From an optimization exercise on the open Yosys and OpenROAD flow, aimed at small area; shortcuts taken in it are not production practice.
Where RTL was checked, it was by simulation tests only, not by an equivalence proof against the original.
Function not checked in runs 4 and 5: the RTL went through the layout flow alone.
Power figures rest on the tool's default switching activity, not on a simulated workload. The clock port is modelled as an ideal driver; clocking choices that lean on that would not hold on a real chip.

==> flow/design.v <==
package decode_regfile_pkg;
    localparam int ADDR_W = 5;
    localparam logic [ADDR_W-1:0] REG_ZERO = 5'd0;
    localparam int DEF_DATA_W = 32;
    localparam int DEF_NREGS  = 32;
    localparam int DEF_CNT_W  = 2;
endpackage
import decode_regfile_pkg::*;
module reg_scoreboard
#(
    parameter int NREGS = DEF_NREGS
) (
    input  logic             clk_i,
    input  logic             rst_n_i,
    input  logic [NREGS-1:0] inc_oh_i,    
    input  logic [NREGS-1:0] dec_oh_i,    
    input  logic             err_set_i,   
    output logic [NREGS-1:0] busy_o,      
    output logic [NREGS-1:0] zero_o,      
    output logic [NREGS-1:0] full_o,      
    output logic             sb_err_o
);
    logic [1:0] cnt_q [NREGS];
    logic       sb_err_q;
    always_comb begin
        busy_o[0] = 1'b0;
        zero_o[0] = 1'b1;
        full_o[0] = 1'b0;
        for (int i = 1; i < NREGS; i++) begin
            zero_o[i] = (cnt_q[i] == 2'd0);
            full_o[i] = (cnt_q[i] == 2'd3);
            busy_o[i] = dec_oh_i[i] ? (cnt_q[i] != 2'd1) : !zero_o[i];
        end
    end
    logic [NREGS-1:0] en;
    always_comb begin
        en[0] = 1'b0;
        for (int i = 1; i < NREGS; i++) begin
            en[i] = dec_oh_i[i] ? (!inc_oh_i[i] && !zero_o[i]) : inc_oh_i[i];
        end
    end
    always_ff @(posedge clk_i or negedge rst_n_i) begin
        if (!rst_n_i) begin
            for (int i = 1; i < NREGS; i++) begin
                cnt_q[i] <= 2'd0;
            end
            sb_err_q <= 1'b0;
        end else begin
            for (int i = 1; i < NREGS; i++) begin
                cnt_q[i][0] <= cnt_q[i][0] ^ en[i];
                cnt_q[i][1] <= cnt_q[i][1] ^ (en[i] && (cnt_q[i][0] ^ dec_oh_i[i]));
            end
            if (err_set_i) begin
                sb_err_q <= 1'b1;
            end
        end
    end
    assign sb_err_o = sb_err_q;
endmodule
import decode_regfile_pkg::*;
module decode_regfile
#(
    parameter int DATA_W = DEF_DATA_W,
    parameter int NREGS  = DEF_NREGS
) (
    input  logic              clock,
    input  logic              reset_n,
    input  logic [ADDR_W-1:0] rs_addr,
    input  logic [ADDR_W-1:0] rt_addr,
    input  logic              rs_used,
    input  logic              rt_used,
    input  logic              issue_valid,
    input  logic              issue_rwe,
    input  logic [ADDR_W-1:0] issue_d,
    output logic [DATA_W-1:0] rsval,
    output logic [DATA_W-1:0] rtval,
    output logic              stall,
    input  logic              wb_rwe,
    input  logic [ADDR_W-1:0] wb_d,
    input  logic [DATA_W-1:0] wb_rdval,
    output logic              sb_err
);
    logic [DATA_W-1:0] regs_q [NREGS];
    logic [NREGS-1:0]  valid_q;
    logic [NREGS-1:0]  wb_oh;      
    logic [NREGS-1:0]  rs_oh;      
    logic [NREGS-1:0]  rt_oh;
    logic [NREGS-1:0]  is_oh;      
    logic [NREGS-1:0]  inc_oh;
    logic [NREGS-1:0]  rd_ok;      
    logic [NREGS-1:0]  rs_sel;     
    logic [NREGS-1:0]  rt_sel;
    logic [NREGS-1:0]  busy;
    logic [NREGS-1:0]  zero;
    logic [NREGS-1:0]  full;
    logic              rs_hit;
    logic              rt_hit;
    logic              rs_busy;
    logic              rt_busy;
    logic              dst_sat;
    logic              issue_fire;
    always_comb begin
        for (int i = 0; i < NREGS; i++) begin
            wb_oh[i] = (i != 0) && wb_rwe && (wb_d == ADDR_W'(i));
            rs_oh[i] = (i != 0) && (rs_addr == ADDR_W'(i));
            rt_oh[i] = (i != 0) && (rt_addr == ADDR_W'(i));
            is_oh[i] = (i != 0) && (issue_d == ADDR_W'(i));
        end
    end
    always_ff @(posedge clock) begin
        for (int i = 1; i < NREGS; i++) begin
            if (wb_oh[i]) begin
                regs_q[i] <= wb_rdval;
            end
        end
    end
    always_ff @(posedge clock or negedge reset_n) begin
        if (!reset_n) begin
            valid_q <= '0;
        end else begin
            valid_q <= valid_q | wb_oh;
        end
    end
    assign rs_hit = wb_rwe && (wb_d != REG_ZERO) && (wb_d == rs_addr);
    assign rt_hit = wb_rwe && (wb_d != REG_ZERO) && (wb_d == rt_addr);
    assign rd_ok  = valid_q & ~wb_oh;
    assign rs_sel = rs_oh & rd_ok;
    assign rt_sel = rt_oh & rd_ok;
    logic [DATA_W-1:0] rd_data [NREGS];
    always_comb begin
        rd_data[0] = wb_rdval;
        for (int i = 1; i < NREGS; i++) begin
            rd_data[i] = regs_q[i];
        end
    end
    for (genvar b = 0; b < DATA_W; b++) begin : g_bit
        logic [NREGS-1:0] col;
        for (genvar i = 0; i < NREGS; i++) begin : g_col
            assign col[i] = rd_data[i][b];
        end
        rf_read_bit #(.NREGS(NREGS)) u_rs (.sel_i({rs_sel[NREGS-1:1], rs_hit}), .data_i(col), .data_o(rsval[b]));
        rf_read_bit #(.NREGS(NREGS)) u_rt (.sel_i({rt_sel[NREGS-1:1], rt_hit}), .data_i(col), .data_o(rtval[b]));
    end
    assign rs_busy = |(rs_oh & busy);
    assign rt_busy = |(rt_oh & busy);
    assign dst_sat = issue_rwe && |(is_oh & full);
    assign stall = issue_valid && ((rs_used && rs_busy) || (rt_used && rt_busy) || dst_sat);
    assign issue_fire = issue_valid && !stall && issue_rwe;
    assign inc_oh = is_oh & {NREGS{issue_fire}};
    reg_scoreboard #(
        .NREGS (NREGS)
    ) u_scoreboard (
        .clk_i     (clock),
        .rst_n_i   (reset_n),
        .inc_oh_i  (inc_oh),
        .dec_oh_i  (wb_oh),
        .err_set_i (|(wb_oh & zero)),
        .busy_o    (busy),
        .zero_o    (zero),
        .full_o    (full),
        .sb_err_o  (sb_err)
    );
endmodule
module rf_read_bit
#(
    parameter int NREGS = DEF_NREGS
) (
    input  logic [NREGS-1:0] sel_i,
    input  logic [NREGS-1:0] data_i,
    output logic             data_o
);
    localparam int NG3 = NREGS / 3;
    localparam int NG2 = (NREGS % 3) / 2;
    localparam int NG  = NG3 + NG2 + (NREGS % 3) % 2;
    logic [NG-1:0] g_n;
    for (genvar g = 0; g < NG3; g++) begin : g_grp3
        rf_aoi222 u_aoi (.a1(sel_i[3*g]), .a2(data_i[3*g]), .b1(sel_i[3*g+1]), .b2(data_i[3*g+1]),
                         .c1(sel_i[3*g+2]), .c2(data_i[3*g+2]), .y(g_n[g]));
    end
    if (NG2 == 1) begin : g_grp2
        rf_aoi22 u_aoi (.a1(sel_i[3*NG3]), .a2(data_i[3*NG3]), .b1(sel_i[3*NG3+1]),
                        .b2(data_i[3*NG3+1]), .y(g_n[NG3]));
    end else if (NREGS % 3 == 1) begin : g_grp1
        assign g_n[NG3] = !(sel_i[NREGS-1] && data_i[NREGS-1]);
    end
    assign data_o = !(&g_n);
endmodule
module rf_aoi222 (
    input  logic a1, a2, b1, b2, c1, c2,
    output logic y
);
    assign y = !((a1 && a2) || (b1 && b2) || (c1 && c2));
endmodule
module rf_aoi22 (
    input  logic a1, a2, b1, b2,
    output logic y
);
    assign y = !((a1 && a2) || (b1 && b2));
endmodule
==> flow/run.sh <==
#!/bin/bash
# synth_recipe.tcl (not shown) runs the flow's synth.tcl, then flattens the netlist and writes it again
# the make line also repeats each setting of config.mk as NAME=value (left out here)
make -C /OpenROAD-flow-scripts/flow DESIGN_CONFIG=/design/flow/config.mk WORK_HOME=/design/flow/orfs CLKGATE_MAP_FILE= SYNTH_SCRIPT=/design/flow/synth_recipe.tcl finish
==> flow/config.mk <==
export PLATFORM = sky130hd
export DESIGN_NAME = decode_regfile
export DESIGN_NICKNAME = decode_regfile
export VERILOG_FILES = /design/flow/design.v
export SDC_FILE = /design/flow/constraint.sdc
export NUM_CORES = 4
export LEC_CHECK = 0
export CAP_MARGIN = 10
export CORE_MARGIN = 2
export CORE_UTILIZATION = 40
export CTS_BUF_LIST = sky130_fd_sc_hd__clkbuf_4 sky130_fd_sc_hd__clkbuf_8
export SLEW_MARGIN = 10
export SYNTH_HIERARCHICAL = 1
export SYNTH_MINIMUM_KEEP_SIZE = 0
==> flow/constraint.sdc <==
create_clock -name core_clock -period 8.0 [get_ports {clock}]
set_input_delay 1.6000 -clock core_clock [delete_from_list [all_inputs] [get_ports {clock}]]
set_output_delay 1.6000 -clock core_clock [all_outputs]
set_load 0.01 [all_outputs]
==> notes.md, run 1 <==
Run status
The flow ran to the end and the layout has no timing, DRC or antenna violations.

Timing
The clock arrives with 0.0285 ns of skew. The count of final hold-check violations is 0. After layout, the worst path uses 93.8% of the clock period.

For the pin with the worst max-slew slack, the measured transition is 1.25 ns. The worst pin sits at a relative slew slack of 16.6%. Adding up every negative setup slack in the final design gives 0 ns. The count of final max-slew check failures was 0. The final critical path time including I/O delays and setup is 7.51 ns. Across all setup checks in the final design, the least slack found is 0.494 ns. Setup repair after global routing left no endpoint under its margin.

Derived from the worst setup path, the maximum achievable clock frequency is 133 MHz. The count of endpoints failing setup in the final report is 0.

Clock tree
The number of clock sinks seen by CTS is 1,086. Hold repair after CTS inserted 0 buffers. The root buffer cell is clkbuf_8. The buffer depth of the longest clock path is 3. The post-cts resize count is 0. TritonCTS created 172 clock buffers. The post-CTS setup repair buffer count is 0. TritonCTS built the clock tree. Clock-pin slew was measured on the worst setup and hold paths at 0.06 ns. The clock reaches the later pin of the worst-skew pair after 0.86 ns. The level count of the clock H-tree is 4.

Power and ir drop
The standby leakage power is 0.0174 µW. After layout, the design draws a total of 12,200 µW. IR analysis of the VDD net gives a maximum drop of 160 µV. The power density over cell area is 223 nW/µm².

Yosys
The synthesized netlist cell count is 2,979. Yosys printed 11 warnings. The area of the mapped netlist is 46,600 µm². The post-synthesis average cell area is 15.7 µm². The net count of the mapped netlist is 3,038.

Worst setup path
The highest fanout seen on the critical path is 18. The critical path starts at wb_d[3]. The critical register-to-register path startpoint is u_scoreboard.cnt_q[25][0]. The nature of the critical path startpoint is an input port. The setup check on the worst reg-to-reg path leaves a slack of 3.93 ns.

The worst setup path is captured at a primary output. At the worst endpoint, the arrival time is 5.91 ns. By startpoint and endpoint, the worst setup path is classified as in -> out. STA puts the critical path data required time at 6.40 ns.

Global routing
The residual overflow from global routing is 0. Entering global routing, the biggest net connects 75 pins. The total global routing track utilization is 31.2%.

The first global-routing pass estimated 264 mm of wire. The initial antenna violation count was 15. The via count of the first global-routing pass is 35,900.

Final layout
The final layout net count is 3,451. The count of filler cells inserted in the layout is 10,100. From synthesis to final layout, the design area changed by 17.1%. The share of final-layout standard cells stronger than drive strength 1 is 18.5%. The cell area after layout is 54,600 µm². The area of all sequential standard cells is 32,100 µm². The multi-input combinational cells in the finished layout cover a total of 14,700 µm².

Detailed routing
The iteration count of the initial detailed-routing pass is 11. The number of design-rule violations left by the first detailed-router iteration is 9,115. The total via count in the routed design is 37,000. The residual DRC count is 0. In the routed layout, each cell is associated on average with a via count of 7.32.

The final layout contains routed wiring with a total length of 192 mm. The wire length per cell is 38.1 µm. Once detail routing completed, the nets flagged for antenna violations numbered 0.

Placed design
The pre-CTS setup slack is 0.692 ns. At the end of routability-driven placement, the weighted congestion stood at 0.934. The total placed instance area is 51,300 µm². The count of buffers added on input and output ports is 124.

Summed over all nets, the half-perimeter wirelength after detailed placement is 104 mm.

Floorplan
The floorplan has 125 rows. For this design the top-level I/O count stands at 125. The die width is 345 µm. The die covers 119,000 µm². The vertical extent of the die is 345 µm.

The initial utilization of the core area, before any placement, comes to 40.2%. The core region is 116,000 µm².

Run
The number of max-cap violations is 0.

Hold path
The classification of the worst-slack hold path is reg -> reg. The launch point of the worst hold path is valid_q[25].
## state kept, by name (all words and copies together) (netlist names)
register and cells:
valid_q 31, u_scoreboard.sb_err_q 1, u_scoreboard.cnt_q 62, regs_q 992
## power breakdown
group	switching [µW]	internal, µW	leakage, µW
clock	2260	2360	0.00173
combinational	732	406	0.00549
sequential	115	6330	0.0101
total	3110	9090	0.0174
## final timing paths
| kind | endpoint | cells past startpoint |
|---|---|---|
| min | valid_q[25] | 1 |
| min in group asynchronous | u_scoreboard.cnt_q[19][0] | 1 |
| min reg2reg | valid_q[25] | 1 |
| max | rtval[8] | 10 |
| max in group asynchronous | u_scoreboard.cnt_q[24][0] | 2 |
| max reg2reg | u_scoreboard.cnt_q[15][1] | 11 |
## worst max-delay path, cell delays in order
cell,delay (ns)
clkdlybuf4s50_1,0.55
buf_4,0.24
nand2b_1,0.61
o21ai_0,0.35
nor3_4,1.06
buf_12,0.30
a222oi_1,0.10
nand4_1,0.13
or3_1,0.29
clkdlybuf4s50_1,0.63
## cells in the final DEF, fill, tap and decap left out, types with 13 or more instances in the layout
cell / n
edfxtp_1: 992
a222oi_1: 640
clkbuf_8: 177
buf_4: 153
nand4_1: 132
clkdlybuf4s50_1: 121
dfrtp_1: 94
nand2b_1: 85
nand3_1: 78
nor2_1: 78
nand2_1: 75
nor2b_1: 72
or3_1: 68
a21oi_1: 66
a22oi_2: 64
a211oi_1: 63
nor3_2: 62
clkbuf_4: 55
clkinv_1: 46
xnor2_1: 37
and2_1: 33
nor4_2: 32
o21ai_0: 31
or2_0: 31
or2_2: 28
nor2_4: 19
clkinv_2: 16
a22oi_1: 13
## final cells by class
cell class              instances  share of cell area (%)
clock inverters                76                   0.809
flip-flops and latches       1086                    58.8
repair buffers                284                    4.63
clock buffers                 232                    5.22
diodes                          6                  0.0275
multi-input cells            1831                    26.9
inverters                      17                   0.117
well taps                    1524                    3.49
## layer usage
metal / share of wire [%] / vias to the layer above / GRT usage, %
met4: 6.6 / 6 / 19.8
met2: 42 / 3429 / 45.3
li1: - / 14600 / -
met3: 16 / 691 / 10.1
met5: 0.035 / - / 0
met1: 35 / 18300 / 40.3
## metrics by stage
stage          hold WS (ns)  cells  util, %
5_1_grt               0.473   5054     47.1
3_3_place_gp          0.445   4741     44.3
2_1_floorplan         0.432   2979        -
6_report              0.462   5056     47.1
4_1_cts               0.464   5050     47.1
3_5_place_dp          0.447   4742     44.3
==> run 2, diff against run 1 <==
==> flow/flow/run.sh (new file) <==
#!/bin/bash
# The standard layout (standard.sh: the ORFS flow, standard synthesis) with two
# arguments of ORFS's own steps changed:
#  - the port buffers that buffer_ports inserts are sky130_fd_sc_hd__buf_1 cells
#    (every input and output port still gets its own buffer);
#  - clock tree synthesis builds the tree from clkbuf_16 cells in sinks clusters of
#    up to 30 flip-flops, and adds no dummy load cells.
# ORFS writes each step's full log under orfs/logs/; the make output goes to
# run.log in the folder this script runs in.
set -euo pipefail
export BUFFER_PORTS_ARGS="-buffer_cell sky130_fd_sc_hd__buf_1"
export CTS_ARGS="-sink_clustering_enable -repair_clock_nets -dont_use_dummy_load -buf_list sky130_fd_sc_hd__clkbuf_16 -sink_clustering_size 30 -sink_clustering_max_diameter 120"
bash standard.sh > run.log 2>&1
==> flow/standard.sh (new file) <==
#!/bin/bash
# synth_recipe.tcl (not shown) runs the flow's synth.tcl, then flattens the netlist and writes it again
# the make line also repeats each setting of config.mk as NAME=value (left out here)
make -C /OpenROAD-flow-scripts/flow DESIGN_CONFIG=/design/flow/config.mk WORK_HOME=/design/flow/orfs CLKGATE_MAP_FILE= SYNTH_SCRIPT=/design/flow/synth_recipe.tcl "${@:-finish}"
--- a/flow/config.mk
+++ b/flow/config.mk
@@ -8,7 +8,6 @@
 export CAP_MARGIN = 10
 export CORE_MARGIN = 2
 export CORE_UTILIZATION = 40
-export CTS_BUF_LIST = sky130_fd_sc_hd__clkbuf_4 sky130_fd_sc_hd__clkbuf_8
 export SLEW_MARGIN = 10
 export SYNTH_HIERARCHICAL = 1
 export SYNTH_MINIMUM_KEEP_SIZE = 0
removed: flow/run.sh
==> run 2 against run 1 <==
Global-route usage shrank 0.21 points. Final area shrank 5.6%. Final cell count shrank 5.2%. Flip-flop and latch count is the same. Clock-buffer cell count shrank 189. Synthesized area is the same. Wire length shrank 0.52%. Highest routed layer unchanged. Via count shrank 1.8%. Worst setup slack gained 0.40 ns. Total power shrank 17%. Maximum frequency grew 5.7%. Core utilization shrank 2.7 points.
==> notes.md, run 2 <==
Timing
The final critical path time including I/O delays and setup is 7.10 ns (was 7.51 ns). The transition time at the pin with the least slew margin was 1.14 ns (was 1.25 ns). The hold slack is 0.467 ns (was 0.462 ns). The headroom to the max-slew limit came to 23.7% (was 16.6%).

The summed negative setup slack over all endpoints is 0 ns (unchanged). The count of final hold-check violations came to 0 (unchanged). The count of endpoints failing setup in the final report is 0 (unchanged).

The post-route clock period utilization came to 88.8% (was 93.8%). The final clock skew is 0.0607 ns (was 0.0285 ns). The achievable frequency is 141 MHz (was 133 MHz).

The count of final max-slew check failures is 0 (unchanged). Setup repair after global routing missed its margin: no (unchanged).

Floorplan
The number of ports placed on the die boundary is 125 (unchanged). The die outline area is 119,000 µm² (unchanged). The die width is 345 µm (unchanged). The total number of placement rows is 125 (unchanged). The core box area is 116,000 µm² (unchanged). The starting utilization of the core area is 40.2% (unchanged). The vertical extent of the die is 345 µm (unchanged).

Global routing
The residual overflow from global routing is 0 (unchanged). The total global routing track utilization is 31.0% (was 31.2%). The via count of the first global-routing pass was 35,000 (was 35,900). The initial antenna violation count came to 16 (was 15). The first-pass GRT wire length is 263 mm (was 264 mm). The pin count of the biggest net entering global routing was 55 (was 75).

Final layout
Largest registers: regs_q (992), u_scoreboard.cnt_q (62), valid_q (31) (unchanged). The relative area change from synthesis to final layout is 10.5% (was 17.1%). The final layout net count is 3,324 (was 3,451). Most frequent cells in the layout: edfxtp_1 (992), a222oi_1 (640), buf_4 (162) (was edfxtp_1 (992), a222oi_1 (640), clkbuf_8 (177)). The flip-flop count of the largest register after layout is 992 (unchanged). The share of final-layout standard cells stronger than drive strength 1 is 13.2% (was 18.5%). The most common cell after layout, fill and taps aside is edfxtp_1 (unchanged). The count of filler cells inserted in the layout is 10,300 (was 10,100). The register ranked first by flip-flop count is regs_q (unchanged).

Placed design
The weighted congestion reported at the end of routability-driven placement came to 0.978 (was 0.934). The number of I/O port buffers is 124 (unchanged). The detailed-placement wirelength estimate is 105 mm (was 104 mm).

Detailed routing
The total routed wirelength is 191 mm (was 192 mm). The via density per instance came to 7.59 (was 7.32). The iteration count of the initial detailed-routing pass is 11 (unchanged). The number of design-rule violations left by the first detailed-router iteration is 9,250 (was 9,115). The wire length per cell is 39.9 µm (was 38.1 µm). The post-route antenna net violation count came to 0 (unchanged). The total via count in the routed design is 36,400 (was 37,000). The residual DRC count is 0 (unchanged).

Hold path
The classification of the worst-slack hold path is reg -> reg (unchanged).

Worst setup path
The stage delay of the slowest cell on the critical path is 0.84 ns (was 1.06 ns). The required time at the endpoint of the critical path was 6.40 ns (about the same). Crit-path cells: buf_1 -> nand4b_1 -> nor3_2 -> xnor2_1 -> nand2b_1 -> nand2b_1 -> a311o_1 -> a311o_1 -> o21ai_0 -> o31a_2 -> o31a_1 -> buf_1 (was clkdlybuf4s50_1 -> buf_4 -> nand2b_1 -> o21ai_0 -> nor3_4 -> buf_12 -> a222oi_1 -> nand4_1 -> or3_1 -> clkdlybuf4s50_1). The critical path class is in -> out (unchanged). The nature of the critical path startpoint is an input port (unchanged). The cell at the slowest stage of the critical path is o31a_2 (was nor3_4). The endpoint arrival time on the critical path is 5.50 ns (was 5.91 ns). The highest fanout seen on the critical path is 32 (was 18). The endpoint kind of the worst setup timing path was a primary output (unchanged).

Clock tree
The level count of the clock H-tree is 2 (was 4). The clock-pin slew of the registers on the worst-case setup and hold paths is 0.08 ns (was 0.06 ns). The post-cts resize count is 0 (unchanged). The TritonCTS clock tree is built (unchanged). The buffer depth of the longest clock path was 3 (unchanged). The post-CTS setup repair buffer count came to 0 (unchanged). The number of clock sinks seen by CTS is 1,086 (unchanged). The number of buffers created by CTS is 43 (was 172). The clock insertion delay at the later pin of the skew report is 0.64 ns (was 0.86 ns). The root buffer cell was clkbuf_16 (was clkbuf_8). The cts-stage hold buffer count was 0 (unchanged).

Yosys
The post-synthesis average cell area came to 15.7 µm² (unchanged). The synthesized netlist cell count is 2,979 (unchanged). The area of the mapped netlist is 46,600 µm² (unchanged). The net count of the mapped netlist is 3,038 (unchanged). The count of synthesis-stage warnings from yosys is 11 (unchanged).

Power and ir drop
The power density over cell area is 197 nW/µm² (was 223 nW/µm²). The worst vdd rail ir drop is 217 µV (was 160 µV). The standby leakage power was 0.0158 µW (was 0.0174 µW).

Run
The number of max-cap violations is 0 (unchanged).

Run status
Result of the run: timing/DRC/antenna clean (unchanged).
## run 2: cell count changes in the layout (fill, tap and decap cells not counted), moves of 8 or more
| cell | previous run | this run |
|---|---|---|
| clkbuf_4 | 55 | 1 |
| clkinv_1 | 46 | 0 |
| clkinv_2 | 16 | 0 |
| buf_1 | 0 | 123 |
| clkbuf_16 | 0 | 43 |
| buf_4 | 153 | 162 |
| clkbuf_8 | 177 | 0 |
| buf_12 | 8 | 0 |
| clkdlybuf4s50_1 | 121 | 0 |
## run 2: routing by layer
layer | share of wire, % | track usage [%] | up-vias
met1 | 35 | 41.1 | 18000
met2 | 42 | 45.4 | 3475
li1 | - | - | 14200
met5 | 0.027 | 0 | -
met4 | 6.4 | 16.6 | 8
met3 | 16 | 9.67 | 662
## run 2: cell type report
cell class | instances | area [µm²] | area share (%)
sequential | 1086 | 32100 | 62.4
multi-input combinational | 1831 | 14700 | 28.4
tap | 1524 | 1910 | 3.70
timing repair buffer | 286 | 1690 | 3.27
clock buffer | 43 | 1080 | 2.09
inverter | 17 | 63.8 | 0.124
antenna | 7 | 17.5 | 0.0340
## run 2: metrics by stage
step	power, µW	setup slack [ns]	std cells	util, %	cell area (µm²)
6_report	10200	0.898	4794	44.5	51500
5_1_grt	10400	0.662	4791	44.5	51500
3_5_place_dp	7570	0.966	4744	43.5	50400
3_3_place_gp	7550	1.08	4744	43.5	50400
2_1_floorplan	7030	0.0299	2979	-	46600
4_1_cts	10100	0.958	4787	44.5	51500
## run 2: report_power, final
group / leakage, µW / internal [µW] / switching, µW
clock: 0.000530 / 974 / 1700
combinational: 0.00515 / 307 / 729
sequential: 0.0101 / 6320 / 125
## run 2: worst max-delay path: cells and delay by family
family	cells	cell delay [ns]
AO/OA/AOI/OAI	5	1.77
AND/OR/NAND/NOR	4	1.51
buffers and inverters	2	0.47
XOR/XNOR	1	0.13
## run 2: worst paths after layout
path                                            from                   endpoint  slack (ns)  cells after the start
hold reg to reg                          valid_q[13]                valid_q[13]        0.47                      1
setup / recovery                             wb_d[0]                      stall        0.90                     12
max in group asynchronous                    reset_n  u_scoreboard.cnt_q[18][1]        5.78                      2
setup reg to reg           u_scoreboard.cnt_q[24][0]  u_scoreboard.cnt_q[24][1]        4.21                     11
min in group asynchronous                    reset_n  u_scoreboard.cnt_q[20][0]        0.97                      1
hold / removal                           valid_q[13]                valid_q[13]        0.47                      1
==> run 3, diff against run 2 <==
--- a/flow/design.v
+++ b/flow/design.v
@@ -169,21 +169,33 @@
     input  logic [NREGS-1:0] data_i,
     output logic             data_o
 );
-    localparam int NG3 = NREGS / 3;
-    localparam int NG2 = (NREGS % 3) / 2;
-    localparam int NG  = NG3 + NG2 + (NREGS % 3) % 2;
-    logic [NG-1:0] g_n;
+    localparam int NG3 = (NREGS - 2) / 3;
+    localparam int NN  = (NG3 + 1 + 3) / 4;
+    logic [NG3-1:0] g_n;
+    logic [NN-1:0]  part;
     for (genvar g = 0; g < NG3; g++) begin : g_grp3
         rf_aoi222 u_aoi (.a1(sel_i[3*g]), .a2(data_i[3*g]), .b1(sel_i[3*g+1]), .b2(data_i[3*g+1]),
                          .c1(sel_i[3*g+2]), .c2(data_i[3*g+2]), .y(g_n[g]));
     end
-    if (NG2 == 1) begin : g_grp2
-        rf_aoi22 u_aoi (.a1(sel_i[3*NG3]), .a2(data_i[3*NG3]), .b1(sel_i[3*NG3+1]),
-                        .b2(data_i[3*NG3+1]), .y(g_n[NG3]));
-    end else if (NREGS % 3 == 1) begin : g_grp1
-        assign g_n[NG3] = !(sel_i[NREGS-1] && data_i[NREGS-1]);
-    end
-    assign data_o = !(&g_n);
+    for (genvar n = 0; n < NN - 1; n++) begin : g_nand
+        rf_nand #(.W(4)) u_nand (.a(g_n[4*n +: 4]), .y(part[n]));
+    end
+    rf_nand_aoi #(.W(NG3 - 4*(NN-1))) u_tail (
+        .a  (g_n[NG3-1:4*(NN-1)]),
+        .b1 (sel_i[NREGS-2]), .b2 (data_i[NREGS-2]),
+        .c1 (sel_i[NREGS-1]), .c2 (data_i[NREGS-1]),
+        .y  (part[NN-1])
+    );
+    rf_or #(.W(NN)) u_or (.a(part), .y(data_o));
+endmodule
+module rf_nand_aoi #(
+    parameter int W = 2
+) (
+    input  logic [W-1:0] a,
+    input  logic         b1, b2, c1, c2,
+    output logic         y
+);
+    assign y = !(&a) || (b1 && b2) || (c1 && c2);
 endmodule
 module rf_aoi222 (
     input  logic a1, a2, b1, b2, c1, c2,
@@ -191,9 +203,19 @@
 );
     assign y = !((a1 && a2) || (b1 && b2) || (c1 && c2));
 endmodule
-module rf_aoi22 (
-    input  logic a1, a2, b1, b2,
-    output logic y
-);
-    assign y = !((a1 && a2) || (b1 && b2));
-endmodule
+module rf_nand #(
+    parameter int W = 4
+) (
+    input  logic [W-1:0] a,
+    output logic         y
+);
+    assign y = !(&a);
+endmodule
+module rf_or #(
+    parameter int W = 3
+) (
+    input  logic [W-1:0] a,
+    output logic         y
+);
+    assign y = |a;
+endmodule
==> flow/run.sh (new file) <==
#!/bin/bash
# synth_recipe.tcl (not shown) runs the flow's synth.tcl, then flattens the netlist and writes it again
# the make line also repeats each setting of config.mk as NAME=value (left out here)
make -C /OpenROAD-flow-scripts/flow DESIGN_CONFIG=/design/flow/config.mk WORK_HOME=/design/flow/orfs CLKGATE_MAP_FILE= SYNTH_SCRIPT=/design/flow/synth_recipe.tcl finish
--- a/flow/config.mk
+++ b/flow/config.mk
@@ -8,6 +8,7 @@
 export CAP_MARGIN = 10
 export CORE_MARGIN = 2
 export CORE_UTILIZATION = 40
+export CTS_BUF_LIST = sky130_fd_sc_hd__clkbuf_4 sky130_fd_sc_hd__clkbuf_8
 export SLEW_MARGIN = 10
 export SYNTH_HIERARCHICAL = 1
 export SYNTH_MINIMUM_KEEP_SIZE = 0
removed: flow/flow/run.sh
removed: flow/standard.sh
==> run 3 against run 2 <==
Non-clock buffer count increased by 24. Largest cell class unchanged. Register-to-register slack got worse by 0.16 ns. Clock-buffer cell count increased by 185. Critical path depth decreased by 1.
==> notes.md, run 3 <==
Power and ir drop
The worst vdd rail ir drop is 166 µV (was 217 µV). The power density over cell area is 225 nW/µm² (was 197 nW/µm²). The standby leakage power is 0.0175 µW (was 0.0158 µW).

Floorplan
The total number of placement rows is 124 (was 125). The core box area came to 115,000 µm² (was 116,000 µm²). The vertical extent of the die came to 344 µm (was 345 µm).

The die width came to 344 µm (was 345 µm). The number of ports placed on the die boundary is 125 (unchanged). The starting utilization of the core area is 40.4% (was 40.2%). The die outline area is 119,000 µm² (about the same).

Placed design
The detailed-placement wirelength estimate came to 106 mm (was 105 mm). The cell count after placement is 4,755 (was 4,744). The pre-CTS setup slack is 0.720 ns (was 0.966 ns). The number of I/O port buffers was 124 (unchanged). The weighted congestion reported at the end of routability-driven placement came to 0.962 (was 0.978).

Final layout
The final non-filler cell total is 5,076 (was 4,794). The flip-flop count of the largest register after layout is 992 (unchanged). The share of the core filled with cells is 47.6% (was 44.5%). The relative area change from synthesis to final layout is 17.9% (was 10.5%).

The share of final-layout standard cells stronger than drive strength 1 came to 17.4% (was 13.2%). The final layout net count came to 3,476 (was 3,324). Most frequent cells in the layout: edfxtp_1 (992), a222oi_1 (640), clkbuf_8 (181) (was edfxtp_1 (992), a222oi_1 (640), buf_4 (162)). The most common cell after layout, fill and taps aside was edfxtp_1 (unchanged). Largest registers: regs_q (992), u_scoreboard.cnt_q (62), valid_q (31) (unchanged). The register ranked first by flip-flop count is regs_q (unchanged).

Worst setup path
The highest fanout seen on the critical path is 24 (was 32). The endpoint arrival time on the critical path is 5.96 ns (was 5.50 ns). The nature of the critical path startpoint is an input port (unchanged). The required time at the endpoint of the critical path is 6.40 ns (about the same). The endpoint kind of the worst setup timing path is a primary output (unchanged).

The critical path class is in -> out (unchanged).

Clock tree
The number of clock sinks seen by CTS is 1,086 (unchanged). The post-cts resize count is 0 (unchanged). The buffer depth of the longest clock path was 3 (unchanged). The clock-pin slew of the registers on the worst-case setup and hold paths is 0.05 ns (was 0.08 ns). The post-CTS setup repair buffer count was 0 (unchanged). The cts-stage hold buffer count is 0 (unchanged).

The TritonCTS clock tree is built (unchanged). The clock insertion delay at the later pin of the skew report is 0.87 ns (was 0.64 ns). The root buffer cell was clkbuf_8 (was clkbuf_16). The level count of the clock H-tree came to 4 (was 2). The number of buffers created by CTS came to 171 (was 43).

Timing
The transition time at the pin with the least slew margin was 1.22 ns (was 1.14 ns). The count of final max-slew check failures is 0 (unchanged). The count of final hold-check violations is 0 (unchanged). The summed negative setup slack over all endpoints is 0 ns (unchanged). The worst setup slack after layout came to 0.439 ns (was 0.898 ns). The hold slack is 0.464 ns (was 0.467 ns).

The count of endpoints failing setup in the final report is 0 (unchanged). The achievable frequency is 132 MHz (was 141 MHz). The headroom to the max-slew limit came to 18.4% (was 23.7%).

Setup repair after global routing missed its margin: no (unchanged). The final critical path time including I/O delays and setup is 7.56 ns (was 7.10 ns). The post-route clock period utilization is 94.5% (was 88.8%). The final clock skew is 0.0183 ns (was 0.0607 ns).

Detailed routing
The total routed wirelength came to 185 mm (was 191 mm). The residual DRC count came to 0 (unchanged). The post-route antenna net violation count came to 0 (unchanged). The iteration count of the initial detailed-routing pass came to 15 (was 11).

The total via count in the routed design is 37,000 (was 36,400). The wire length per cell is 36.4 µm (was 39.9 µm). The number of design-rule violations left by the first detailed-router iteration is 9,069 (was 9,250). The via density per instance was 7.29 (was 7.59).

Run status
Result of the run: timing/DRC/antenna clean (unchanged).

Yosys
The post-synthesis average cell area is 15.5 µm² (was 15.7 µm²). The count of synthesis-stage warnings from yosys came to 11 (unchanged). The net count of the mapped netlist is 3,038 (unchanged). The area of the mapped netlist is 46,300 µm² (was 46,600 µm²). The synthesized netlist cell count is 2,979 (unchanged).

Run
The number of max-cap violations is 0 (unchanged).

Global routing
The total global routing track utilization is 30.4% (was 31.0%). The via count of the first global-routing pass is 35,400 (was 35,000). The first-pass GRT wire length was 255 mm (was 263 mm). The residual overflow from global routing came to 0 (unchanged). The pin count of the biggest net entering global routing was 70 (was 55). The initial antenna violation count is 12 (was 16).

Hold path
The classification of the worst-slack hold path is reg -> reg (unchanged).
run 3: final timing paths:
check                                     startpoint                        end  slack, ns  cells past startpoint
max                                          wb_d[3]                  rtval[31]       0.44                     11
min                                      valid_q[28]                valid_q[28]       0.46                      1
max reg2reg                u_scoreboard.cnt_q[30][0]   u_scoreboard.cnt_q[8][1]       4.05                     11
min reg2reg                              valid_q[28]                valid_q[28]       0.46                      1
max in group asynchronous                    reset_n                 valid_q[6]       6.02                      2
min in group asynchronous                    reset_n  u_scoreboard.cnt_q[11][1]       0.65                      1
run 3: where the power goes:
group / switching [µW] / internal, µW
combinational: 696 / 407
sequential: 114 / 6330
clock: 2310 / 2410
run 3: critical path, cell delays in order:
cell and delay (ns):
clkdlybuf4s50_1 0.96, nand2b_1 0.21, nor2_1 0.07, nand2_1 0.14, nand2_1 0.11, nor3_2 0.98, buf_4 0.62, a222oi_1 0.14
nand4_1 0.38, or3_1 0.18, clkdlybuf4s50_1 0.53
run 3: final cells by class:
type / instances / area [µm²]
Fill cell: 9904 / 60100
Timing Repair Buffer: 310 / 2730
Antenna cell: 7 / 17.5
Sequential cell: 1086 / 32100
Multi-Input combinational cell: 1831 / 14400
Clock buffer: 228 / 2840
Clock inverter: 85 / 538
Inverter: 17 / 63.8
Tap cell: 1512 / 1890
run 3: metrics by stage:
step / area, µm² / power [µW]
after floorplan: 46300 / 7030
after global placement: 51200 / 7610
after detailed placement: 51200 / 7620
after CTS: 54500 / 12300
final: 54600 / 12300
after global routing: 54600 / 12600
run 3: metal layers:
| metal | routed length, µm | share of wire [%] | track usage (%) |
|---|---|---|---|
| met5 | 149 | 0.081 | 0.761 |
| met4 | 9020 | 4.9 | 14.4 |
| met3 | 32600 | 18 | 13.4 |
| met2 | 77800 | 42 | 43.4 |
| met1 | 65400 | 35 | 39.5 |
==> run 4, diff against run 3 <==
--- a/flow/design.v
+++ b/flow/design.v
@@ -87,7 +87,6 @@
     logic [NREGS-1:0]  rt_oh;
     logic [NREGS-1:0]  is_oh;      
     logic [NREGS-1:0]  inc_oh;
-    logic [NREGS-1:0]  rd_ok;      
     logic [NREGS-1:0]  rs_sel;     
     logic [NREGS-1:0]  rt_sel;
     logic [NREGS-1:0]  busy;
@@ -123,23 +122,15 @@
     end
     assign rs_hit = wb_rwe && (wb_d != REG_ZERO) && (wb_d == rs_addr);
     assign rt_hit = wb_rwe && (wb_d != REG_ZERO) && (wb_d == rt_addr);
-    assign rd_ok  = valid_q & ~wb_oh;
-    assign rs_sel = rs_oh & rd_ok;
-    assign rt_sel = rt_oh & rd_ok;
-    logic [DATA_W-1:0] rd_data [NREGS];
+    assign rs_sel = rs_oh & valid_q & {NREGS{!rs_hit}};
+    assign rt_sel = rt_oh & valid_q & {NREGS{!rt_hit}};
     always_comb begin
-        rd_data[0] = wb_rdval;
+        rsval = {DATA_W{rs_hit}} & wb_rdval;
+        rtval = {DATA_W{rt_hit}} & wb_rdval;
         for (int i = 1; i < NREGS; i++) begin
-            rd_data[i] = regs_q[i];
+            rsval = rsval | ({DATA_W{rs_sel[i]}} & regs_q[i]);
+            rtval = rtval | ({DATA_W{rt_sel[i]}} & regs_q[i]);
         end
-    end
-    for (genvar b = 0; b < DATA_W; b++) begin : g_bit
-        logic [NREGS-1:0] col;
-        for (genvar i = 0; i < NREGS; i++) begin : g_col
-            assign col[i] = rd_data[i][b];
-        end
-        rf_read_bit #(.NREGS(NREGS)) u_rs (.sel_i({rs_sel[NREGS-1:1], rs_hit}), .data_i(col), .data_o(rsval[b]));
-        rf_read_bit #(.NREGS(NREGS)) u_rt (.sel_i({rt_sel[NREGS-1:1], rt_hit}), .data_i(col), .data_o(rtval[b]));
     end
     assign rs_busy = |(rs_oh & busy);
     assign rt_busy = |(rt_oh & busy);
@@ -161,61 +152,3 @@
         .sb_err_o  (sb_err)
     );
 endmodule
-module rf_read_bit
-#(
-    parameter int NREGS = DEF_NREGS
-) (
-    input  logic [NREGS-1:0] sel_i,
-    input  logic [NREGS-1:0] data_i,
-    output logic             data_o
-);
-    localparam int NG3 = (NREGS - 2) / 3;
-    localparam int NN  = (NG3 + 1 + 3) / 4;
-    logic [NG3-1:0] g_n;
-    logic [NN-1:0]  part;
-    for (genvar g = 0; g < NG3; g++) begin : g_grp3
-        rf_aoi222 u_aoi (.a1(sel_i[3*g]), .a2(data_i[3*g]), .b1(sel_i[3*g+1]), .b2(data_i[3*g+1]),
-                         .c1(sel_i[3*g+2]), .c2(data_i[3*g+2]), .y(g_n[g]));
-    end
-    for (genvar n = 0; n < NN - 1; n++) begin : g_nand
-        rf_nand #(.W(4)) u_nand (.a(g_n[4*n +: 4]), .y(part[n]));
-    end
-    rf_nand_aoi #(.W(NG3 - 4*(NN-1))) u_tail (
-        .a  (g_n[NG3-1:4*(NN-1)]),
-        .b1 (sel_i[NREGS-2]), .b2 (data_i[NREGS-2]),
-        .c1 (sel_i[NREGS-1]), .c2 (data_i[NREGS-1]),
-        .y  (part[NN-1])
-    );
-    rf_or #(.W(NN)) u_or (.a(part), .y(data_o));
-endmodule
-module rf_nand_aoi #(
-    parameter int W = 2
-) (
-    input  logic [W-1:0] a,
-    input  logic         b1, b2, c1, c2,
-    output logic         y
-);
-    assign y = !(&a) || (b1 && b2) || (c1 && c2);
-endmodule
-module rf_aoi222 (
-    input  logic a1, a2, b1, b2, c1, c2,
-    output logic y
-);
-    assign y = !((a1 && a2) || (b1 && b2) || (c1 && c2));
-endmodule
-module rf_nand #(
-    parameter int W = 4
-) (
-    input  logic [W-1:0] a,
-    output logic         y
-);
-    assign y = !(&a);
-endmodule
-module rf_or #(
-    parameter int W = 3
-) (
-    input  logic [W-1:0] a,
-    output logic         y
-);
-    assign y = |a;
-endmodule
==> flow/config.mk (replaced) <==
export PLATFORM = sky130hd
export DESIGN_NAME = decode_regfile
export DESIGN_NICKNAME = decode_regfile
export VERILOG_FILES = /design/flow/design.v
export SDC_FILE = /design/flow/constraint.sdc
export NUM_CORES = 4
export LEC_CHECK = 0
export CAP_MARGIN = 0
export CORE_MARGIN = 2
export CORE_UTILIZATION = 40
export CTS_BUF_LIST = sky130_fd_sc_hd__clkbuf_4 sky130_fd_sc_hd__clkbuf_8
export SLEW_MARGIN = 0
==> run 4 against run 3 <==
Hold slack improved by 0.022 ns. Clock power rose by 11%. Critical path type unchanged. Non-clock buffer count rose by 92. Still clean. Via count rose by 16%. Sequential power rose by 1%. Critical endpoint is now rtval[10]. Highest routed layer unchanged.
==> notes.md, run 4 <==
Detailed routing
The total via count in the routed design came to 43,000 (was 37,000). The total routed wirelength is 245 mm (was 185 mm). The number of design-rule violations left by the first detailed-router iteration is 10,300 (was 9,069). The residual DRC count was 0 (unchanged).

The via density per instance is 7.66 (was 7.29). The wire length per cell is 43.6 µm (was 36.4 µm). The post-route antenna net violation count is 0 (unchanged). The iteration count of the initial detailed-routing pass is 9 (was 15).

Clock tree
The buffer depth of the longest clock path was 3 (unchanged). The root buffer cell is clkbuf_8 (unchanged). The TritonCTS clock tree is built (unchanged). The number of clock sinks seen by CTS came to 1,086 (unchanged). The post-CTS setup repair buffer count is 0 (unchanged). The level count of the clock H-tree is 4 (unchanged). The post-cts resize count came to 0 (unchanged).

The clock-pin slew of the registers on the worst-case setup and hold paths is 0.06 ns (was 0.05 ns). The cts-stage hold buffer count is 0 (unchanged). The number of buffers created by CTS is 180 (was 171). The clock insertion delay at the later pin of the skew report is 0.92 ns (was 0.87 ns).

Yosys
In the synthesized netlist the async set-or-reset flop fraction comes to 8.66%. By area the synthesized netlist is led by edfxtp_1 (61%), a22oi_1 (8.7%), dfrtp_1 (4.8%). The post-synthesis sequential area ratio is 66.0%.

The most common flop cell mapped by yosys is edfxtp_1. The post-synthesis average cell area was 13.5 µm² (was 15.5 µm²). The number of different library cells used by synthesis comes to 71. The synthesized netlist cell count is 3,598 (was 2,979). The area of the mapped netlist is 48,700 µm² (was 46,300 µm²). The count of synthesis-stage warnings from yosys is 4 (was 11). Counting instances in the post-synthesis netlist gives the leading cell types as edfxtp_1 (992), a22oi_1 (567), clkbuf_1 (278). The biggest area contributor in the post-synthesis netlist is edfxtp_1. edfxtp_1 is the most common cell in the netlist. The proportion of netlist area held by the largest area contributor is 61.2%. The net count of the mapped netlist is 3,657 (was 3,038).

The register bit total from synthesis is 1,086. The number of enable-type register cells in the synthesized netlist is 992.

Timing
The achievable frequency is 126 MHz (was 132 MHz). The summed negative setup slack over all endpoints was 0 ns (unchanged). The count of final hold-check violations is 0 (unchanged). The worst setup slack after layout is 0.0774 ns (was 0.439 ns). The count of final max-slew check failures is 0 (unchanged). Setup repair after global routing missed its margin: no (unchanged). The headroom to the max-slew limit is 3.21% (was 18.4%). The count of endpoints failing setup in the final report came to 0 (unchanged). The final critical path time including I/O delays and setup is 7.92 ns (was 7.56 ns). The post-route clock period utilization came to 99.0% (was 94.5%). The final clock skew was 0.0525 ns (was 0.0183 ns). The transition time at the pin with the least slew margin is 1.45 ns (was 1.22 ns).

Power and ir drop
The share of total power in combinational logic was 9.1% (was 9.0%). The share of power burned in the clock network came to 40.5% (was 38.5%). The net switching power came to 3380 µW (was 3120 µW).

The standby leakage power is 0.0191 µW (was 0.0175 µW). The switching part of the total is 26.1% (was 25.4%). The internal cell power is 9580 µW (was 9150 µW). The worst vdd rail ir drop was 150 µV (was 166 µV). The sequential share of power is 50.4% (was 52.5%). The power consumption was 13,000 µW (was 12,300 µW). The power density over cell area is 227 nW/µm² (was 225 nW/µm²).

Run
The number of max-cap violations came to 0 (unchanged).

Worst setup path
The highest fanout seen on the critical path was 13 (was 24). Crit-path cells: clkdlybuf4s50_1 -> o41ai_1 -> buf_4 -> nor4_2 -> nor2_1 -> and3_2 -> buf_4 -> a221oi_1 -> nand3_1 -> or4_1 -> clkdlybuf4s50_1 (was clkdlybuf4s50_1 -> nand2b_1 -> nor2_1 -> nand2_1 -> nand2_1 -> nor3_2 -> buf_4 -> a222oi_1 -> nand4_1 -> or3_1 -> clkdlybuf4s50_1). The critical path class was in -> out (unchanged). The nature of the critical path startpoint is an input port (unchanged). The endpoint kind of the worst setup timing path is a primary output (unchanged). The cell at the slowest stage of the critical path is nor4_2 (was nor3_2). The stage delay of the slowest cell on the critical path is 0.81 ns (was 0.98 ns).

The endpoint arrival time on the critical path is 6.32 ns (was 5.96 ns). The required time at the endpoint of the critical path is 6.40 ns (about the same).

Floorplan
The total number of placement rows is 127 (was 124). The die outline area was 124,000 µm² (was 119,000 µm²). The number of ports placed on the die boundary was 125 (unchanged). The vertical extent of the die was 353 µm (was 344 µm). The die width is 353 µm (was 344 µm). The core box area is 120,000 µm² (was 115,000 µm²). The starting utilization of the core area came to 40.5% (was 40.4%).

Final layout
The area of all sequential standard cells was 32,100 µm² (unchanged). The count of filler cells inserted in the layout is 10,600 (was 9,904). The final layout net count was 3,914 (was 3,476). The flip-flop count of the largest register after layout is 992 (unchanged). Most frequent cells in the layout: edfxtp_1 (992), a22oi_1 (567), nand3_1 (261) (was edfxtp_1 (992), a222oi_1 (640), clkbuf_8 (181)). The register ranked first by flip-flop count was regs_q (unchanged). The share of final-layout standard cells stronger than drive strength 1 is 17.9% (was 17.4%). Largest registers: regs_q (992), u_scoreboard.cnt_q (62), valid_q (31) (unchanged). The relative area change from synthesis to final layout was 17.5% (was 17.9%).

The most common cell after layout, fill and taps aside was edfxtp_1 (unchanged). The multi-input gate area in the final layout is 15,500 µm² (was 14,400 µm²).

Global routing
The residual overflow from global routing was 0 (unchanged). The first-pass GRT wire length is 330 mm (was 255 mm). The pin count of the biggest net entering global routing is 62 (was 70). The initial antenna violation count is 15 (was 12). The via count of the first global-routing pass is 40,700 (was 35,400). The total global routing track utilization is 37.9% (was 30.4%).

Run status
Result of the run: timing/DRC/antenna clean (unchanged).

Placed design
The weighted congestion reported at the end of routability-driven placement is 0.992 (was 0.962). The number of I/O port buffers is 124 (unchanged). The detailed-placement wirelength estimate is 143 mm (was 106 mm). The pre-CTS setup slack is 0.339 ns (was 0.720 ns).

Hold path
The classification of the worst-slack hold path is reg -> reg (unchanged).
run 4: changes by cell type in the layout (fill, tap and decap cells not counted), sizes merged, moves of 54 or more:
cell    delta
nand2b    -68
nor2b     -60
or4       +70
nand3    +182
a211oi    -54
buf       +93
a222oi   -640
nand4     -55
or3       -57
a22o     +228
a221oi   +230
a22oi    +490
and3      +65
run 4: final cells by class:
class / instances / area share [%]
clock buffer: 227 / 4.99
antenna: 6 / 0.0263
clock inverter: 99 / 1.54
tap: 1612 / 3.53
timing repair buffer: 402 / 6.36
sequential: 1086 / 56.2
inverter: 41 / 0.269
multi-input combinational: 2144 / 27.1
run 4: final timing paths:
| path | from | endpoint | slack [ns] | cells after the start |
|---|---|---|---|---|
| setup / recovery | wb_d[4] | rtval[10] | 0.08 | 11 |
| hold / removal | valid_q[10] | valid_q[10] | 0.49 | 1 |
| setup reg to reg | u_scoreboard.cnt_q[27][0] | u_scoreboard.cnt_q[21][0] | 3.60 | 11 |
| hold reg to reg | valid_q[10] | valid_q[10] | 0.49 | 1 |
| max in group asynchronous | reset_n | valid_q[4] | 5.99 | 2 |
| min in group asynchronous | reset_n | u_scoreboard.cnt_q[8][1] | 0.68 | 1 |
run 4: cell families (layout without fill, tap and decap cells):
kind of cell / Yosys count / after routing / synth area share, %
AO/OA/AOI/OAI: 1271 / 1271 / 20.8
XOR/XNOR: 14 / 14 / 0.252
buffers and inverters: 368 / 769 / 2.91
flip-flops: 1086 / 1086 / 66.0
multiplexers: 2 / 2 / 0.0437
other: 0 / 6 / 0
AND/OR/NAND/NOR: 857 / 857 / 9.91
run 4: power groups by stage:
stage | logic (µW) | clock network [µW] | registers [µW]
floorplan | 536 | 0 | 6560
global placement | 1130 | 0 | 6630
detailed placement | 1140 | 0 | 6630
CTS | 1140 | 5250 | 6510
global route | 1220 | 5470 | 6540
finish | 1180 | 5240 | 6530
run 4: per-layer routing:
metal	GRT usage, %	vias to the layer above	wire (µm)
li1	-	15800	-
met5	0.792	-	202
met1	48.2	20800	84600
met4	24.7	16	20200
met2	54.5	4975	101000
met3	13.8	1426	39200
run 4: critical path, delay by kind of cell:
| family | cells | cell delay (ns) |
|---|---|---|
| AND/OR/NAND/NOR | 5 | 2.52 |
| buffers and inverters | 4 | 1.63 |
| AO/OA/AOI/OAI | 2 | 0.56 |
run 4: through the flow:
step	hold WS (ns)	cell area, µm²	util, %	std cells
2_1_floorplan	0.446	48700	-	3598
3_3_place_gp	0.463	53400	44.4	5285
3_5_place_dp	0.462	53400	44.4	5285
4_1_cts	0.482	57200	47.5	5611
6_report	0.486	57200	47.5	5617
5_1_grt	0.502	57200	47.5	5612
==> run 5, diff against run 4 <==
--- a/flow/design.v
+++ b/flow/design.v
@@ -32,13 +32,6 @@
             busy_o[i] = dec_oh_i[i] ? (cnt_q[i] != 2'd1) : !zero_o[i];
         end
     end
-    logic [NREGS-1:0] en;
-    always_comb begin
-        en[0] = 1'b0;
-        for (int i = 1; i < NREGS; i++) begin
-            en[i] = dec_oh_i[i] ? (!inc_oh_i[i] && !zero_o[i]) : inc_oh_i[i];
-        end
-    end
     always_ff @(posedge clk_i or negedge rst_n_i) begin
         if (!rst_n_i) begin
             for (int i = 1; i < NREGS; i++) begin
@@ -47,8 +40,11 @@
             sb_err_q <= 1'b0;
         end else begin
             for (int i = 1; i < NREGS; i++) begin
-                cnt_q[i][0] <= cnt_q[i][0] ^ en[i];
-                cnt_q[i][1] <= cnt_q[i][1] ^ (en[i] && (cnt_q[i][0] ^ dec_oh_i[i]));
+                if (inc_oh_i[i] && !dec_oh_i[i]) begin
+                    cnt_q[i] <= cnt_q[i] + 2'd1;
+                end else if (dec_oh_i[i] && !inc_oh_i[i] && !zero_o[i]) begin
+                    cnt_q[i] <= cnt_q[i] - 2'd1;
+                end
             end
             if (err_set_i) begin
                 sb_err_q <= 1'b1;
@@ -120,8 +116,8 @@
             valid_q <= valid_q | wb_oh;
         end
     end
-    assign rs_hit = wb_rwe && (wb_d != REG_ZERO) && (wb_d == rs_addr);
-    assign rt_hit = wb_rwe && (wb_d != REG_ZERO) && (wb_d == rt_addr);
+    assign rs_hit = |(rs_oh & wb_oh);
+    assign rt_hit = |(rt_oh & wb_oh);
     assign rs_sel = rs_oh & valid_q & {NREGS{!rs_hit}};
     assign rt_sel = rt_oh & valid_q & {NREGS{!rt_hit}};
     always_comb begin
==> flow/config.mk (replaced) <==
export PLATFORM = sky130hd
export DESIGN_NAME = decode_regfile
export DESIGN_NICKNAME = decode_regfile
export VERILOG_FILES = /design/flow/design.v
export SDC_FILE = /design/flow/constraint.sdc
export NUM_CORES = 4
export LEC_CHECK = 0
export CAP_MARGIN = 20
export CORE_MARGIN = 2
export CORE_UTILIZATION = 40
export SLEW_MARGIN = 20
==> run 5 against run 4 <==
The layout now fails its checks (setup timing). Register-to-register slack got worse by 0.27 ns. Flip-flop and latch count did not move. Maximum frequency fell by 1.2%. Die area rose by 3.6%. Sequential share of layout area fell by 2.1 points. Via count rose by 5.5%. Critical endpoint is now rtval[1]. Highest routed layer unchanged.
==> notes.md, run 5 <==
Final layout
The register ranked first by flip-flop count is regs_q (unchanged). The share of final-layout standard cells stronger than drive strength 1 is 16.0% (was 17.9%). The relative area change from synthesis to final layout is 17.8% (was 17.5%).

The share of the core filled with cells is 47.4% (was 47.5%). The cell area after layout is 59,400 µm² (was 57,200 µm²). The final layout net count is 4,191 (was 3,914). The flip-flop count of the largest register after layout came to 992 (unchanged). The multi-input gate area in the final layout is 16,800 µm² (was 15,500 µm²). Most frequent cells in the layout: edfxtp_1 (992), a22oi_1 (498), buf_4 (301) (was edfxtp_1 (992), a22oi_1 (567), nand3_1 (261)). The most common cell after layout, fill and taps aside is edfxtp_1 (unchanged). The area of all sequential standard cells is 32,100 µm² (unchanged). Largest registers: regs_q (992), u_scoreboard.cnt_q (62), valid_q (31) (unchanged). The count of filler cells inserted in the layout was 11,000 (was 10,600).

Global routing
The first-pass GRT wire length is 352 mm (was 330 mm). The via count of the first global-routing pass was 42,100 (was 40,700). The initial antenna violation count is 12 (was 15). The total global routing track utilization was 39.3% (was 37.9%). The pin count of the biggest net entering global routing is 68 (was 62). The residual overflow from global routing is 0 (unchanged).

Floorplan
The core box area was 125,000 µm² (was 120,000 µm²). The total number of placement rows is 130 (was 127). The vertical extent of the die is 359 µm (was 353 µm). The number of ports placed on the die boundary is 125 (unchanged). The starting utilization of the core area was 40.2% (was 40.5%). The die width is 359 µm (was 353 µm). The die outline area was 129,000 µm² (was 124,000 µm²).

Power and ir drop
The worst vdd rail ir drop came to 194 µV (was 150 µV). The power density over cell area is 237 nW/µm² (was 227 nW/µm²). The standby leakage power is 0.0199 µW (was 0.0191 µW).

Yosys
The unique cell type count in the Yosys netlist was 85 (was 71). The synthesized netlist cell count is 3,805 (was 3,598). The fraction of synthesis flops using an asynchronous set or reset pin is 8.66% (unchanged).

The area of the mapped netlist was 50,400 µm² (was 48,700 µm²). The proportion of netlist area held by the largest area contributor came to 59.1% (was 61.2%). Top cell types by occurrence after synthesis: edfxtp_1 (992), a22oi_1 (498), clkbuf_1 (293) (was edfxtp_1 (992), a22oi_1 (567), clkbuf_1 (278)). Synth top area cells: edfxtp_1 (59%), a22oi_1 (7.4%), dfrtp_1 (4.7%) (was edfxtp_1 (61%), a22oi_1 (8.7%), dfrtp_1 (4.8%)).

The net count of the mapped netlist is 3,957 (was 3,657). The count of synthesis-stage warnings from yosys is 4 (unchanged). The most frequent cell after synthesis is edfxtp_1 (unchanged). The number of enable-type register cells in the synthesized netlist is 992 (unchanged). The most common flop cell mapped by yosys is edfxtp_1 (unchanged). The post-synthesis sequential area ratio is 63.7% (was 66.0%). The library cell occupying the most area in the post-synthesis netlist is edfxtp_1 (unchanged). The register bit total from synthesis is 1,086 (unchanged). The post-synthesis average cell area is 13.3 µm² (was 13.5 µm²).

Timing
The count of final hold-check violations was 0 (unchanged). The headroom to the max-slew limit is 9.93% (was 3.21%). The worst setup slack after layout is -0.0205 ns (was 0.0774 ns). The post-route clock period utilization is 100% (was 99.0%). The summed negative setup slack over all endpoints is -0.0205 ns (was 0 ns). The transition time at the pin with the least slew margin is 1.34 ns (was 1.45 ns). The achievable frequency was 125 MHz (was 126 MHz). The count of final max-slew check failures is 0 (unchanged).

Setup repair after global routing missed its margin: no (unchanged). The final critical path time including I/O delays and setup was 8.02 ns (was 7.92 ns). The count of endpoints failing setup in the final report is 1 (was 0). The final clock skew is 0.0346 ns (was 0.0525 ns).

The hold slack is 0.478 ns (was 0.486 ns).

Run status
The violated checks flagged are setup timing. Result of the run: finished with violations (was timing/DRC/antenna clean).

Worst setup path
The endpoint kind of the worst setup timing path is a primary output (unchanged). The nature of the critical path startpoint is an input port (unchanged). The endpoint arrival time on the critical path is 6.42 ns (was 6.32 ns). The required time at the endpoint of the critical path was 6.40 ns (about the same). The largest delay contributor family on the critical path is simple AND/OR/NAND/NOR gates (unchanged). The stage delay of the slowest cell on the critical path is 0.74 ns (was 0.81 ns). The cell at the slowest stage of the critical path is clkdlybuf4s50_1 (was nor4_2).

The critical path class is in -> out (unchanged). The buffers plus inverters on the worst setup path was 3 (was 4). Crit-path cells: clkdlybuf4s50_1 -> and4b_1 -> and3_1 -> o21ai_0 -> o2111ai_1 -> a311o_1 -> or2_2 -> nor2b_2 -> buf_4 -> a222oi_1 -> nand2_1 -> clkdlybuf4s50_1 (was clkdlybuf4s50_1 -> o41ai_1 -> buf_4 -> nor4_2 -> nor2_1 -> and3_2 -> buf_4 -> a221oi_1 -> nand3_1 -> or4_1 -> clkdlybuf4s50_1). The cell repeated most along the worst path is clkdlybuf4s50_1. The highest fanout seen on the critical path is 16 (was 13).

Placed design
The number of I/O port buffers is 124 (unchanged). The detailed-placement wirelength estimate came to 158 mm (was 143 mm). The total placed instance area is 55,500 µm² (was 53,400 µm²). The weighted congestion reported at the end of routability-driven placement is 1.01 (was 0.992). The pre-CTS setup slack was 0.234 ns (was 0.339 ns).

Hold path
The classification of the worst-slack hold path is reg -> reg (unchanged).

Run
The number of max-cap violations was 0 (unchanged).

Detailed routing
The post-route antenna net violation count came to 0 (unchanged). The residual DRC count is 0 (unchanged). The via density per instance came to 7.83 (was 7.66). The number of design-rule violations left by the first detailed-router iteration is 12,000 (was 10,300). The wire length per cell is 45.5 µm (was 43.6 µm). The iteration count of the initial detailed-routing pass is 13 (was 9). The total routed wirelength is 264 mm (was 245 mm).

The total via count in the routed design is 45,400 (was 43,000).

Clock tree
The level count of the clock H-tree is 3 (was 4). The TritonCTS clock tree is built (unchanged). The root buffer cell is clkbuf_16 (was clkbuf_8).

The number of buffers created by CTS came to 115 (was 180). The clock-pin slew of the registers on the worst-case setup and hold paths is 0.06 ns (about the same). The clock insertion delay at the later pin of the skew report is 0.76 ns (was 0.92 ns).

The number of clock sinks seen by CTS is 1,086 (unchanged). The buffer depth of the longest clock path was 3 (unchanged). The cts-stage hold buffer count is 0 (unchanged).
==> run 5: changes by cell type after synthesis, moves of 80 or more <==
cell	before	now
nand3_1	261	123
a22o_1	232	144
a222oi_1	0	140
a221oi_1	233	153
ha_1	0	93
nand2_1	38	144
==> run 5: worst reg2reg max path, stage by stage (launching register included) <==
cell and delay [ns]:
dfrtp_1 0.41, inv_1 0.11, ha_1 0.36, nand3_1 0.21
nand4_1 0.17, o2111ai_1 0.12, or4_1 0.57, o41a_1 0.48
or4_1 0.83, buf_4 0.33, nor4_1 0.65, o221ai_1 0.23
o21ai_0 0.11
==> run 5: through the flow <==
step / total power, µW / instances
after floorplan: 7520 / 3805
after global placement: 8430 / 5571
after detailed placement: 8440 / 5571
after CTS: 14000 / 5786
after global routing: 14400 / 5788
final: 14100 / 5801
==> run 5: where the power goes <==
| group | internal [µW] | switching [µW] |
|---|---|---|
| combinational | 664 | 1210 |
| sequential | 6380 | 175 |
| clock | 3260 | 2400 |
| total | 10300 | 3790 |
==> run 5: cell type report <==
class	count	share of cell area (%)
Clock inverter	77	1.46
Clock buffer	138	5.13
Inverter	104	0.657
Timing Repair Buffer	454	6.82
Multi-Input combinational cell	2278	28.3
Sequential cell	1086	54.1
Tap cell	1650	3.47
Antenna cell	14	0.0590
==> run 5: logic make-up after synthesis <==
logic type / synth area share [%]
multiplexers: 0.737
buffers and inverters: 3.33
XOR/XNOR: 0.538
AO/OA/AOI/OAI: 21.1
adder cells (fa/ha/maj): 2.31
flip-flops: 63.7
AND/OR/NAND/NOR: 8.24
==> run 5: path summary, 6_finish.rpt <==
path | startpoint | endpoint | slack [ns] | cells past startpoint
min | valid_q[7] | valid_q[7] | 0.48 | 1
max in group asynchronous | reset_n | valid_q[19] | 5.85 | 2
min in group asynchronous | reset_n | u_scoreboard.cnt_q[28][0] | 0.80 | 1
max | wb_d[0] | rtval[1] | -0.02 | 12
min reg2reg | valid_q[7] | valid_q[7] | 0.48 | 1
max reg2reg | u_scoreboard.cnt_q[26][1] | u_scoreboard.cnt_q[31][1] | 3.33 | 12
==> run 5: per-layer routing <==
layer | vias up | wire [µm] | global-route usage, % | part of all wire, %
li1 | 16400 | - | - | -
met1 | 21900 | 87900 | 48.7 | 33
met2 | 5540 | 105000 | 54.7 | 40
met3 | 1551 | 48200 | 17.9 | 18
met4 | 12 | 23100 | 26.5 | 8.8
met5 | - | 88 | 0.518 | 0.033
==> run 5: what timing repair did <==
item,CTS,global route
gates resized for setup,0,2
buffers inserted,0,0
setup endpoints to repair,0,3
endpoints found under the hold margin,0,0

## afterwards: timing with drivers on the ports
Ports are ideal in the flow. The routed layouts listed here were re-timed in OpenROAD.
Step 1: set_driving_cell puts a clkbuf_16 on clock and a buf_2 on each other input, an assumption about the parent block.
Step 2 also shifts input and output timing later by t, the mid clock arrival at the registers, as if the neighbouring blocks saw the same clock.
Slacks: ideal / step 1 / step 2; pairs: ideal / step 1.
run	shift t [ns]	slack for setup (ns)	hold slack, ns
run 1	0.925	0.494 / 0.468 / 0.468	0.462 / 0.462 / 0.462
run 2	0.696	0.898 / 0.879 / 0.879	0.467 / 0.467 / 0.467
run 3	0.941	0.439 / 0.408 / 0.408	0.464 / 0.464 / 0.464
run 4	0.976	0.077 / 0.040 / 0.040	0.486 / 0.486 / 0.486
run 5	0.811	-0.020 / -0.049 / -0.049	0.478 / 0.478 / 0.478
The setup slack of run 4, which loses most, moves by -0.037 ns with the drivers and by -0.037 ns with both steps.
